This is an optimization exercise on Yosys and OpenROAD, whose aim is small area, a short achievable clock period and few clock cycles, not a production implementation. Power is estimated from default activity; no workload was simulated.

== amber ==
// smeTop
module smeTop
(
    input  logic       clk,
    input  logic       reset,
    input  logic [7:0] charData,
    input  logic       isString,
    input  logic       isPattern,
    output logic       valid,
    output logic       match,
    output logic [4:0] matchIndex
);
==> module smeTop, before the edit <==
module smeTop
(
    input  logic       clk,
    input  logic       reset,
    input  logic [7:0] charData,
    input  logic       isString,
    input  logic       isPattern,
    output logic       valid,
    output logic       match,
    output logic [4:0] matchIndex
);
    localparam int S = 32;
    function automatic logic geConst(input logic [4:0] a, input int b);
        logic r;
        r = 1'b1;
        for (int k = 0; k < 5; k++)
        begin
            if (b[k])
                r = a[k] & r;
            else
                r = a[k] | r;
        end
        geConst = r;
    endfunction
    function automatic logic gt5(input logic [4:0] a, input logic [4:0] b);
        logic r;
        r = 1'b0;
        for (int k = 0; k < 5; k++)
        begin
            r = (a[k] & ~b[k]) | (~(a[k] ^ b[k]) & r);
        end
        gt5 = r;
    endfunction
    function automatic logic [4:0] sub5(input logic [4:0] a, input logic [4:0] b);
        logic borrow;
        borrow = 1'b0;
        for (int k = 0; k < 5; k++)
        begin
            sub5[k] = a[k] ^ b[k] ^ borrow;
            borrow = (~a[k] & b[k]) | (~(a[k] ^ b[k]) & borrow);
        end
    endfunction
    function automatic logic [4:0] inc5(input logic [4:0] a);
        logic carry;
        carry = 1'b1;
        for (int k = 0; k < 5; k++)
        begin
            inc5[k] = a[k] ^ carry;
            carry = a[k] & carry;
        end
    endfunction
    function automatic logic [5:0] highest(input logic [S-1:0] v);
        logic [5:0] n1 [16];
        logic [5:0] n2 [8];
        logic [5:0] n3 [4];
        logic [5:0] n4 [2];
        for (int a = 0; a < 16; a++)
            n1[a] = v[2*a+1] ? {1'b1, 4'd0, 1'b1} : {v[2*a], 5'd0};
        for (int a = 0; a < 8; a++)
            n2[a] = n1[2*a+1][5] ? {1'b1, 3'd0, 1'b1, n1[2*a+1][0]} : {n1[2*a][5], 3'd0, 1'b0, n1[2*a][0]};
        for (int a = 0; a < 4; a++)
            n3[a] = n2[2*a+1][5] ? {1'b1, 2'd0, 1'b1, n2[2*a+1][1:0]} : {n2[2*a][5], 2'd0, 1'b0, n2[2*a][1:0]};
        for (int a = 0; a < 2; a++)
            n4[a] = n3[2*a+1][5] ? {1'b1, 1'd0, 1'b1, n3[2*a+1][2:0]} : {n3[2*a][5], 1'd0, 1'b0, n3[2*a][2:0]};
        highest = n4[1][5] ? {1'b1, 1'b1, n4[1][3:0]} : {n4[0][5], 1'b0, n4[0][3:0]};
    endfunction
    logic [7:0] ring [S];
    logic [S-1:0] cand;
    logic isStringQ;
    logic isPatternQ;
    logic [4:0] sPos;
    logic [4:0] snPos;       
    logic [4:0] kPos;
    logic caretQ;        
    logic dollarQ;       
    always_ff @(posedge clk)
    begin
        ring[0] <= isString ? charData : ring[S-1];
        for (int p = 1; p < S; p++)
        begin
            ring[p] <= ring[p-1];
        end
    end
    always_ff @(posedge clk)
    begin
        sPos <= (isString && !isStringQ) ? 5'd0 : inc5(sPos);
        snPos <= isString ? 5'd31 : inc5(snPos);
    end
    logic [S-1:0] isS0;
    logic [S-1:0] isSN;
    logic [S-1:0] kLe;
    always_comb
    begin
        for (int q = 0; q < S; q++)
        begin
            isS0[q] = (sPos == 5'(q));
            isSN[q] = (snPos == 5'(q));
            kLe[q] = geConst(kPos, q);
        end
    end
    logic isDot;
    logic isCaret;
    logic isDollar;
    logic [S-1:0] eq;
    logic [S-1:0] sp;
    logic [S-1:0] dl;
    assign isDot = (charData == 8'h2e);
    assign isCaret = (charData == 8'h5e);
    assign isDollar = (charData == 8'h24);
    always_comb
    begin
        for (int q = 0; q < S; q++)
        begin
            eq[q] = (ring[q] == charData);
            sp[q] = (ring[q] == 8'h20);
            dl[q] = (ring[q] == 8'h24);
        end
    end
    logic [S-1:0] base;
    logic [S-1:0] startOk;
    always_comb
    begin
        for (int q = 0; q < S; q++)
        begin
            startOk[q] = sp[q] || isS0[(q+S-1)%S];
            base[q] = cand[q] && (!dollarQ || (dl[(q+1)%S] && !isSN[(q+1)%S]));
        end
    end
    logic [S-1:0] candX;
    logic [S-1:0] candY;
    logic keepY;
    always_comb
    begin
        for (int q = 0; q < S; q++)
        begin
            if (!isPatternQ)
            begin
                candX[q] = 1'b1;
                candY[q] = startOk[q];
            end
            else if (caretQ)
            begin
                candX[q] = cand[q];
                candY[q] = 1'b0;
            end
            else
            begin
                candX[q] = base[q] && !isSN[q];
                candY[q] = base[q];
            end
        end
        keepY = isPatternQ ? (!caretQ && isDollar) : isCaret;
    end
    logic selY;
    logic selDot;
    logic selEq;
    assign selY = keepY;
    assign selDot = !keepY && isDot;
    assign selEq = !keepY;
    always_ff @(posedge clk)
    begin
        for (int q = 0; q < S; q++)
        begin
            cand[q] <= (selY && candY[q]) || (selDot && candX[q]) || (selEq && candX[q] && eq[q]);
        end
        caretQ <= !isPatternQ && isCaret;
        dollarQ <= isPatternQ && !caretQ && isDollar;
        if (isPattern && !isPatternQ)
        begin
            kPos <= isCaret ? inc5(sPos) : sPos;
        end
    end
    logic [S-1:0] fin;
    logic [S-1:0] finLo;
    always_comb
    begin
        for (int q = 0; q < S; q++)
        begin
            fin[q] = cand[q] && (!dollarQ || sp[(q+1)%S] || isSN[(q+1)%S]);
            finLo[q] = fin[q] && kLe[q];
        end
    end
    logic [5:0] hLo;
    logic [5:0] hAll;
    logic [4:0] hitPos;
    logic hitAny;
    logic resPend;
    assign hLo = highest(finLo);
    assign hAll = highest(fin);
    always_ff @(posedge clk or posedge reset)
    begin
        if (reset)
        begin
            isStringQ <= 1'b0;
            isPatternQ <= 1'b0;
            resPend <= 1'b0;
            valid <= 1'b0;
        end
        else
        begin
            isStringQ <= isString;
            isPatternQ <= isPattern;
            resPend <= isPatternQ && !isPattern;
            valid <= resPend;
        end
    end
    logic [4:0] nM1;
    logic [4:0] loPos;
    logic loLeK;
    logic [4:0] hitIdx;
    logic hitOk;
    assign loPos = sub5(kPos, nM1);
    assign loLeK = !gt5(loPos, kPos);
    assign hitIdx = sub5(kPos, hitPos);
    assign hitOk = hitAny && (loLeK ? (!gt5(loPos, hitPos) && !gt5(hitPos, kPos))
                                    : (!gt5(loPos, hitPos) || !gt5(hitPos, kPos)));
    always_ff @(posedge clk)
    begin
        nM1 <= sub5(sub5(sPos, snPos), 5'd1);
    end
    always_ff @(posedge clk)
    begin
        hitPos <= hLo[5] ? hLo[4:0] : hAll[4:0];
        hitAny <= hAll[5];
        match <= hitOk;
        matchIndex <= hitOk ? hitIdx : 5'd0;
    end
endmodule
Settings: LEC_CHECK=0, CAP_MARGIN=20, CORE_MARGIN=2, CORE_UTILIZATION=40, CTS_BUF_LIST=sky130_fd_sc_hd__clkbuf_4 sky130_fd_sc_hd__clkbuf_8, SETUP_SLACK_MARGIN=4.5, SLEW_MARGIN=20; clock period 7.0 ns.
run.sh (not shown) runs the stock make flow with config.mk's settings and CLKGATE_MAP_FILE= SYNTH_SCRIPT=/design/flow/synth_recipe.tcl, a recipe that flattens the netlist after the stock synthesis.
Changes in maple relative to amber:
--- a/flow/design.v
+++ b/flow/design.v
@@ -64,6 +64,15 @@
             borrow = (~a[k] & b[k]) | (~(a[k] ^ b[k]) & borrow);
         end
     endfunction
+    function automatic logic [4:0] add5(input logic [4:0] a, input logic [4:0] b);
+        logic carry;
+        carry = 1'b0;
+        for (int k = 0; k < 5; k++)
+        begin
+            add5[k] = a[k] ^ b[k] ^ carry;
+            carry = (a[k] & b[k]) | ((a[k] ^ b[k]) & carry);
+        end
+    endfunction
     function automatic logic [4:0] inc5(input logic [4:0] a);
         logic carry;
         carry = 1'b1;
@@ -89,6 +98,7 @@
         highest = n4[1][5] ? {1'b1, 1'b1, n4[1][3:0]} : {n4[0][5], 1'b0, n4[0][3:0]};
     endfunction
     logic [7:0] ring [S];
+    logic [S-1:0] ringSp;    
     logic [S-1:0] cand;
     logic isStringQ;
     logic isPatternQ;
@@ -100,9 +110,11 @@
     always_ff @(posedge clk)
     begin
         ring[0] <= isString ? charData : ring[S-1];
+        ringSp[0] <= isString ? (charData == 8'h20) : ringSp[S-1];
         for (int p = 1; p < S; p++)
         begin
             ring[p] <= ring[p-1];
+            ringSp[p] <= ringSp[p-1];
         end
     end
     always_ff @(posedge clk)
@@ -119,7 +131,7 @@
         begin
             isS0[q] = (sPos == 5'(q));
             isSN[q] = (snPos == 5'(q));
-            kLe[q] = geConst(kPos, q);
+            kLe[q] = (kPos[4:3] > 2'(q / 8)) || ((kPos[4:3] == 2'(q / 8)) && (kPos[2:0] >= 3'(q % 8)));
         end
     end
     logic isDot;
@@ -136,7 +148,7 @@
         for (int q = 0; q < S; q++)
         begin
             eq[q] = (ring[q] == charData);
-            sp[q] = (ring[q] == 8'h20);
+            sp[q] = ringSp[q];
             dl[q] = (ring[q] == 8'h24);
         end
     end
@@ -228,20 +240,20 @@
             valid <= resPend;
         end
     end
-    logic [4:0] nM1;
     logic [4:0] loPos;
     logic loLeK;
     logic [4:0] hitIdx;
     logic hitOk;
-    assign loPos = sub5(kPos, nM1);
-    assign loLeK = !gt5(loPos, kPos);
+    logic [4:0] nM1;
+    always_ff @(posedge clk)
+    begin
+        nM1 <= add5(sPos, ~snPos);
+        loPos <= sub5(kPos, nM1);
+        loLeK <= !gt5(nM1, kPos);
+    end
     assign hitIdx = sub5(kPos, hitPos);
     assign hitOk = hitAny && (loLeK ? (!gt5(loPos, hitPos) && !gt5(hitPos, kPos))
                                     : (!gt5(loPos, hitPos) || !gt5(hitPos, kPos)));
-    always_ff @(posedge clk)
-    begin
-        nM1 <= sub5(sub5(sPos, snPos), 5'd1);
-    end
     always_ff @(posedge clk)
     begin
         hitPos <= hLo[5] ? hLo[4:0] : hAll[4:0];
### Flow results
maple vs amber — critical path depth dropped 4.
amber and maple ended up with roughly the same fraction of registers with async set/reset.
Number of filler cells placed in the layout was lower in amber than in maple.
In the tables for amber and maple, share of power burned in the clock network reads higher with maple.
Setup slack ended up 0.35 ns higher on maple than on amber.
When the final numbers for amber and maple were put side by side, the achievable frequency turned out to be greater in maple.
Per the comparison of maple with amber, total setup violations reported at the end of the flow now sits at about the same level; clock network power consumption now sits higher.
Global-route wire length before repair of maple falls short of that of amber by a few percent.
Number of instances in the placed design delta for maple relative to amber: 0.31% lower
Flip-flop and latch count was lower in amber than in maple.
Comparing post-synthesis instance area for amber and maple, the smaller number came from amber.
Compared with amber, maple instantiates a smaller number of cells.
Lower via count among amber and maple: maple
Function was not checked in any run of this note: the RTL went through the layout flow alone.

[what the ideal ports hide]
How much do the figures lean on ideal ports? The routed layouts below were timed once more, with nothing changed but the port constraints. Step 1: set_driving_cell puts a clkbuf_16 on clk and a buf_2 on each other input, an assumption about the parent block. Step 2 also shifts input and output timing later by t, the mid clock arrival at the registers, as if the neighbouring blocks saw the same clock. Three values: no drivers, after step 1, after step 2; two values: the first two.
run | shift t [ns] | slack for setup (ns) | hold WS [ns] | worst data-port slew with drivers (ns)
amber | 0.690 | 3.918 / 3.918 / 3.663 | 0.356 / 0.356 / 0.356 | 0.05
maple | 0.659 | 4.270 / 4.270 / 3.654 | 0.351 / 0.351 / 0.351 | 0.06
After both steps every run listed still meets setup and hold. The setup slack of maple, which loses most, moves by 0.000 ns with the drivers and by -0.616 ns with both steps.
